Context: an optimization exercise on an open-source flow, tuned for small area, a short achievable clock period and few clock cycles per item. The choices shown serve that exercise and are no tape-out recipe. At most, simulation tests tie the RTL to the original design; equivalence was not proved. The flow treats the clock pin as an ideal source, which a real chip does not have. Power is estimated from default activity; no workload was simulated.

## zinc
==> flow/design.v (excerpt) <==
module qr_cordic_top #(
   parameter int data_w = 13
) (
   input  logic                clk,
   input  logic                rst_n,
   input  logic                valid,
   input  logic [4*data_w-1:0] in,
   output logic                out_valid,
   output logic [4*data_w-1:0] out
);
   logic       load_wr;
   logic       flush;
   logic [2:0] load_row;
   logic       out_load;
   logic [2:0] out_row;
   logic                     gv_start;
   logic                     gv_mode;
   logic [1:0]               gv_pass;
   logic                     gv_nxt_mode;
   logic [1:0]               gv_nxt_pass;
   logic [2:0]               gv_rd_row;
   logic [1:0]               gv_rd_col;
   logic [1:0]               rd_even;
   logic [1:0]               rd_odd;
   logic                     fwd_x;
   logic                     fwd_y;
   logic [2:0]               gv_row;
   logic [1:0]               gv_col;
   logic signed [data_w-1:0] gv_op_x;
   logic signed [data_w-1:0] gv_op_y;
   logic                     gv_done;
   logic [2:0]               gv_wr_row;
   logic [1:0]               gv_wr_col;
   logic signed [data_w-1:0] gv_res_x;
   logic signed [data_w-1:0] gv_res_y;
   qr_sequencer qr_sequencer_i (
      .clk       (clk),
      .rst_n     (rst_n),
      .valid     (valid),
      .load_wr   (load_wr),
      .load_row  (load_row),
      .start     (gv_start),
      .mode      (gv_mode),
      .pass      (gv_pass),
      .nxt_mode  (gv_nxt_mode),
      .nxt_pass  (gv_nxt_pass),
      .rd_row    (gv_rd_row),
      .rd_col    (gv_rd_col),
      .rd_even   (rd_even),
      .rd_odd    (rd_odd),
      .fwd_x     (fwd_x),
      .fwd_y     (fwd_y),
      .row       (gv_row),
      .col       (gv_col),
      .out_load  (out_load),
      .out_row   (out_row),
      .out_valid (out_valid),
      .flush     (flush)
   );
   matrix_store #(.data_w(data_w)) matrix_store_i (
      .clk      (clk),
      .rst_n    (rst_n),
      .flush    (flush),
      .load_wr  (load_wr),
      .load_row (load_row),
      .in       (in),
      .rd_row   (gv_rd_row),
      .rd_col   (gv_rd_col),
      .rd_even  (rd_even),
      .rd_odd   (rd_odd),
      .fwd_x    (fwd_x),
      .fwd_y    (fwd_y),
  ...
==> flow/config.mk <==
export PLATFORM = sky130hd
export DESIGN_NAME = qr_cordic_top
export DESIGN_NICKNAME = qr_cordic_top
export VERILOG_FILES = /design/flow/design.v
export SDC_FILE = /design/flow/constraint.sdc
export NUM_CORES = 4
export LEC_CHECK = 0
export CAP_MARGIN = 30
export CORE_MARGIN = 2
export CORE_UTILIZATION = 30
export CTS_CLUSTER_DIAMETER = 100
export CTS_CLUSTER_SIZE = 24
export PLACE_DENSITY = 0.8
export SLEW_MARGIN = 30
==> flow/constraint.sdc <==
create_clock -name core_clock -period 12.5 [get_ports {clk}]
set_input_delay 2.5000 -clock core_clock [delete_from_list [all_inputs] [get_ports {clk}]]
set_output_delay 2.5000 -clock core_clock [all_outputs]
set_load 0.01 [all_outputs]
standard.sh (not shown) runs the stock make flow with config.mk's settings and CLKGATE_MAP_FILE= SYNTH_SCRIPT=/design/flow/synth_recipe.tcl, a recipe that flattens the netlist after the stock synthesis.
==> flow/flow/run.sh <==
#!/bin/bash
# Standard layout (the standard.sh, standard synthesis unchanged) with two
# changes to how it is made: timing repair is asked to leave a setup margin,
# so that the layout is pushed below the design's clock period, and the
# buffer on every input and output port is a plain buffer rather than the
# delay cell the resizer picks by default. Each step's output goes to its own
# log file here.
set -euo pipefail
ARGS=("SETUP_SLACK_MARGIN=8.6" "BUFFER_PORTS_ARGS=-buffer_cell sky130_fd_sc_hd__buf_4")
for step in synth floorplan place cts finish; do
  bash standard.sh "${ARGS[@]}" $step > log_$step.txt 2>&1
done
zinc: full flow OK, the timing, DRC and antenna checks passed
Testbench counts of zinc, summed over its fixed seeds: cycles 9,120, matrices 96.
Setup changes, zinc to cedar
- PLACE_DENSITY no longer set, was 0.8
diff --git a/flow/flow/run.sh b/flow/flow/run.sh
--- a/flow/flow/run.sh
+++ b/flow/flow/run.sh
@@ -8,3 +8,3 @@
 set -euo pipefail
-ARGS=("SETUP_SLACK_MARGIN=8.6" "BUFFER_PORTS_ARGS=-buffer_cell sky130_fd_sc_hd__buf_4")
+ARGS=("SETUP_SLACK_MARGIN=8.75" "BUFFER_PORTS_ARGS=-buffer_cell sky130_fd_sc_hd__buf_4")
 for step in synth floorplan place cts finish; do
Notes after the runs:
Comparing cedar with zinc, the part of the power in combinational logic came out essentially unchanged. In cedar, wire length is higher than in zinc. Compared with zinc, cedar is hungrier on power. Summary of the comparison: final cycle utilization of the critical path is lower in cedar, relative to zinc. Looking only at flip-flop and latch share of the layout cell area, and setting everything else aside, the higher value of zinc and cedar goes to zinc. cedar ends up with higher total of plain and repair buffers excluding clock buffers than zinc does. matrix_store_i.out_q[39] as the launch point of the worst path was reported by cedar, and matrix_store_i.out_q[10] by zinc. Max total area of multi-input combinational cells across zinc and cedar: cedar. Synthesis-to-layout area growth (cedar over zinc): increase, 1.1 points. Re number of nets with antenna violations after routing: no difference whatsoever between zinc and cedar.
Edits applied to the flow inputs when going from cedar to harbor:
diff --git a/flow/flow/run.sh b/flow/flow/run.sh
--- a/flow/flow/run.sh
+++ b/flow/flow/run.sh
@@ -8,3 +8,3 @@
 set -euo pipefail
-ARGS=("SETUP_SLACK_MARGIN=8.75" "BUFFER_PORTS_ARGS=-buffer_cell sky130_fd_sc_hd__buf_4")
+ARGS=("SETUP_SLACK_MARGIN=8.6" "BUFFER_PORTS_ARGS=-buffer_cell sky130_fd_sc_hd__buf_4")
 for step in synth floorplan place cts finish; do
Notes after the runs:
cedar completed; timing, DRC and antenna clean
harbor finished end to end and its layout was clean on timing, DRC and antenna.
cedar -> harbor: first-pass GRT wire length flat
Power: cedar vs harbor, no meaningful difference
In the metrics for harbor and cedar, the one carrying the higher final design instance area without fill is cedar.
harbor -> cedar: clock group share of total power flat
[harbor] peak clock frequency supported by timing fell 0.0011 GHz relative to cedar
Overall routed net length across harbor and cedar: no real change.
In terms of global routing met3 resource utilization, cedar and harbor differ only marginally.
Summary of harbor over cedar: number of placed instances, taps included closely matched the old numbers; setup slack moved down.
| first-iteration DRC count | harbor vs cedar | worse |
The inputs of ember differ from those of harbor as listed below.
diff --git a/flow/flow/run.sh b/flow/flow/run.sh
--- a/flow/flow/run.sh
+++ b/flow/flow/run.sh
@@ -8,3 +8,3 @@
 set -euo pipefail
-ARGS=("SETUP_SLACK_MARGIN=8.6" "BUFFER_PORTS_ARGS=-buffer_cell sky130_fd_sc_hd__buf_4")
+ARGS=("SETUP_SLACK_MARGIN=8.5" "BUFFER_PORTS_ARGS=-buffer_cell sky130_fd_sc_hd__buf_4")
 for step in synth floorplan place cts finish; do
Results
ember and harbor ended up with roughly the same post-route core utilization. ember -> harbor: maximum level of the CTS H-tree delta 0, exact match. Compared with harbor, in ember cell area reported after detailed placement now sits at about the same level; final routed wire length divided by cell count moved down. ember completed every stage of the flow, and the final layout passed the timing, DRC and antenna checks. Re mean instance size in the synthesized netlist: no difference whatsoever between harbor and ember.

== try-lagoon ==
Another version of the RTL of qr_cordic_top (not shown whole).
Size: about 4200 cells after synthesis, about 910 flip-flops, ~48000 µm² of cells after synthesis.
==> flow/config.mk <==
export PLATFORM = sky130hd
export DESIGN_NAME = qr_cordic_top
export DESIGN_NICKNAME = qr_cordic_top
export VERILOG_FILES = /design/flow/design.v
export SDC_FILE = /design/flow/constraint.sdc
export NUM_CORES = 4
export LEC_CHECK = 0
export CAP_MARGIN = 30
export CORE_MARGIN = 2
export CORE_UTILIZATION = 30
export CTS_CLUSTER_DIAMETER = 100
export CTS_CLUSTER_SIZE = 24
export PLACE_DENSITY = 0.8
export SLEW_MARGIN = 30
==> flow/constraint.sdc <==
create_clock -name core_clock -period 12.5 [get_ports {clk}]
set_input_delay 2.5000 -clock core_clock [delete_from_list [all_inputs] [get_ports {clk}]]
set_output_delay 2.5000 -clock core_clock [all_outputs]
set_load 0.01 [all_outputs]
==> flow/flow/run.sh <==
#!/bin/bash
# Standard layout (the standard.sh, standard synthesis unchanged) with two
# changes to how it is made: timing repair is asked to leave a setup margin,
# so that the layout is pushed below the design's clock period, and the
# buffer on every input and output port is a plain buffer rather than the
# delay cell the resizer picks by default. Each step's output goes to its own
# log file here.
set -euo pipefail
ARGS=("SETUP_SLACK_MARGIN=8.6" "BUFFER_PORTS_ARGS=-buffer_cell sky130_fd_sc_hd__buf_4")
for step in synth floorplan place cts finish; do
  bash standard.sh "${ARGS[@]}" $step > log_$step.txt 2>&1
done
try-lagoon: no failed stages, no open violations at the end
Edits applied to the flow inputs when going from try-lagoon to try-garnet:
# try-lagoon
export LEC_CHECK = 0
export CAP_MARGIN = 30
export CORE_MARGIN = 2
export CORE_UTILIZATION = 30
export CTS_CLUSTER_DIAMETER = 100
export CTS_CLUSTER_SIZE = 24
export PLACE_DENSITY = 0.8
export SLEW_MARGIN = 30
create_clock -name core_clock -period 12.5 [get_ports {clk}]
# try-garnet
export LEC_CHECK = 0
export CAP_MARGIN = 30
export CORE_MARGIN = 2
export CORE_UTILIZATION = 30
export CTS_CLUSTER_DIAMETER = 100
export CTS_CLUSTER_SIZE = 24
export SLEW_MARGIN = 30
create_clock -name core_clock -period 12.5 [get_ports {clk}]
==> flow/flow/run.sh <==
#!/bin/bash
# Standard layout (the standard.sh, standard synthesis unchanged) with
# these changes to how it is made: timing repair is asked to leave a setup
# margin, so that the layout is pushed below the design's clock period; the
# buffer on every input and output port is a plain buffer rather than the
# delay cell the resizer picks by default; and after clock tree synthesis the
# registers that drive output ports get a stronger drive (flow/outreg.tcl).
# Each step's output goes to its own log file here.
set -euo pipefail
ARGS=("SETUP_SLACK_MARGIN=8.6" "BUFFER_PORTS_ARGS=-buffer_cell sky130_fd_sc_hd__buf_4")
for step in synth floorplan place cts; do
  bash standard.sh "${ARGS[@]}" $step > log_$step.txt 2>&1
done
openroad -no_init -exit flow/outreg.tcl > log_outreg.txt 2>&1
bash standard.sh "${ARGS[@]}" finish > log_finish.txt 2>&1
==> flow/flow/outreg.tcl (new file) <==
# Give the registers that drive output ports a stronger drive: each drives a
# long wire to its port buffer. Same cells, larger drive strength, placement
# legalized again.
set plat $::env(FLOW_HOME)/platforms/$::env(FLOW_PLATFORM)
set db orfs/results/$::env(FLOW_PLATFORM)/qr_cordic_top/base/4_cts.odb
read_db $db
read_liberty $plat/lib/sky130_fd_sc_hd__tt_025C_1v80.lib
set n 0
foreach inst [get_cells -quiet {matrix_store_i.out_q* qr_sequencer_i.out_valid_q*}] {
  set master [get_property [get_property $inst liberty_cell] name]
  if {$master eq "sky130_fd_sc_hd__dfrtp_1" || $master eq "sky130_fd_sc_hd__dfrtp_2"} {
    replace_cell $inst sky130_fd_sc_hd__dfrtp_4
    incr n
  }
}
puts "resized $n output registers"
detailed_placement
check_placement -verbose
write_db $db
## What came out
- try-garnet | stages: all done | timing, DRC, antenna: all pass
- try-lagoon reports its source of the critical timing path as matrix_store_i.out_q[42] while try-garnet reports matrix_store_i.out_q[47].
- Per the comparison of try-garnet with try-lagoon, maximum clock skew at final layout lower, all-layer global routing usage went up by 0.41 points, power after layout up about 1.1%, final period demand of the worst path fell by 3.5 ps.
--- input diff try-garnet..try-yarrow ---
==> flow/flow/run.sh <==
#!/bin/bash
# Standard layout (the standard.sh, standard synthesis unchanged) with two
# changes to how it is made: timing repair is asked to leave a setup margin,
# so that the layout is pushed below the design's clock period, and the
# buffer on every input and output port is a plain buffer rather than the
# delay cell the resizer picks by default. Each step's output goes to its own
# log file here.
set -euo pipefail
ARGS=("SETUP_SLACK_MARGIN=8.6" "BUFFER_PORTS_ARGS=-buffer_cell sky130_fd_sc_hd__buf_4")
for step in synth floorplan place cts finish; do
  bash standard.sh "${ARGS[@]}" $step > log_$step.txt 2>&1
done
removed: flow/flow/outreg.tcl
--- outcome ---
Between try-garnet and try-yarrow, the share of the cycle needed by the critical path after routing figures differ only marginally. Looking at synthesis-to-layout area growth, try-yarrow sits below try-garnet. try-yarrow vs try-garnet: longest individual stage delay on the worst path down.
No run of this note included a check of the RTL's function; only the layout flow was run.

## re-timing with driven ports
In the flow no input, the clock included, has a driving cell. The finished layouts below were timed again as built, in two steps.
Step 1, drivers: a clkbuf_16 drives clk and a buf_2 each remaining input, both assumed.
Step 2 moves the port delays by t, midway between the first and last clock arrival at a register: inputs arrive t later, outputs are due t later. That takes back most of the time a late clock gives input paths.
Three values: ideal, step 1, step 2; two values: the first two.
run	shift t [ns]	setup WS [ns]	worst hold slack (ns)
zinc	0.715	8.623 / 8.555 / 8.425	0.324 / 0.324 / 0.324
cedar	0.744	8.672 / 8.597 / 8.338	0.247 / 0.247 / 0.247
harbor	0.744	8.656 / 8.582 / 8.337	0.249 / 0.248 / 0.248
ember	0.726	8.575 / 8.504 / 8.327	0.263 / 0.263 / 0.263
try-lagoon	0.711	8.610 / 8.540 / 8.351	0.319 / 0.319 / 0.319
try-garnet	0.720	8.613 / 8.539 / 8.355	0.323 / 0.323 / 0.323
try-yarrow	0.720	8.629 / 8.553 / 8.356	0.323 / 0.323 / 0.323
After both steps every run listed still meets setup and hold. The setup slack of cedar, which loses most, moves by -0.075 ns with the drivers and by -0.334 ns with both steps.
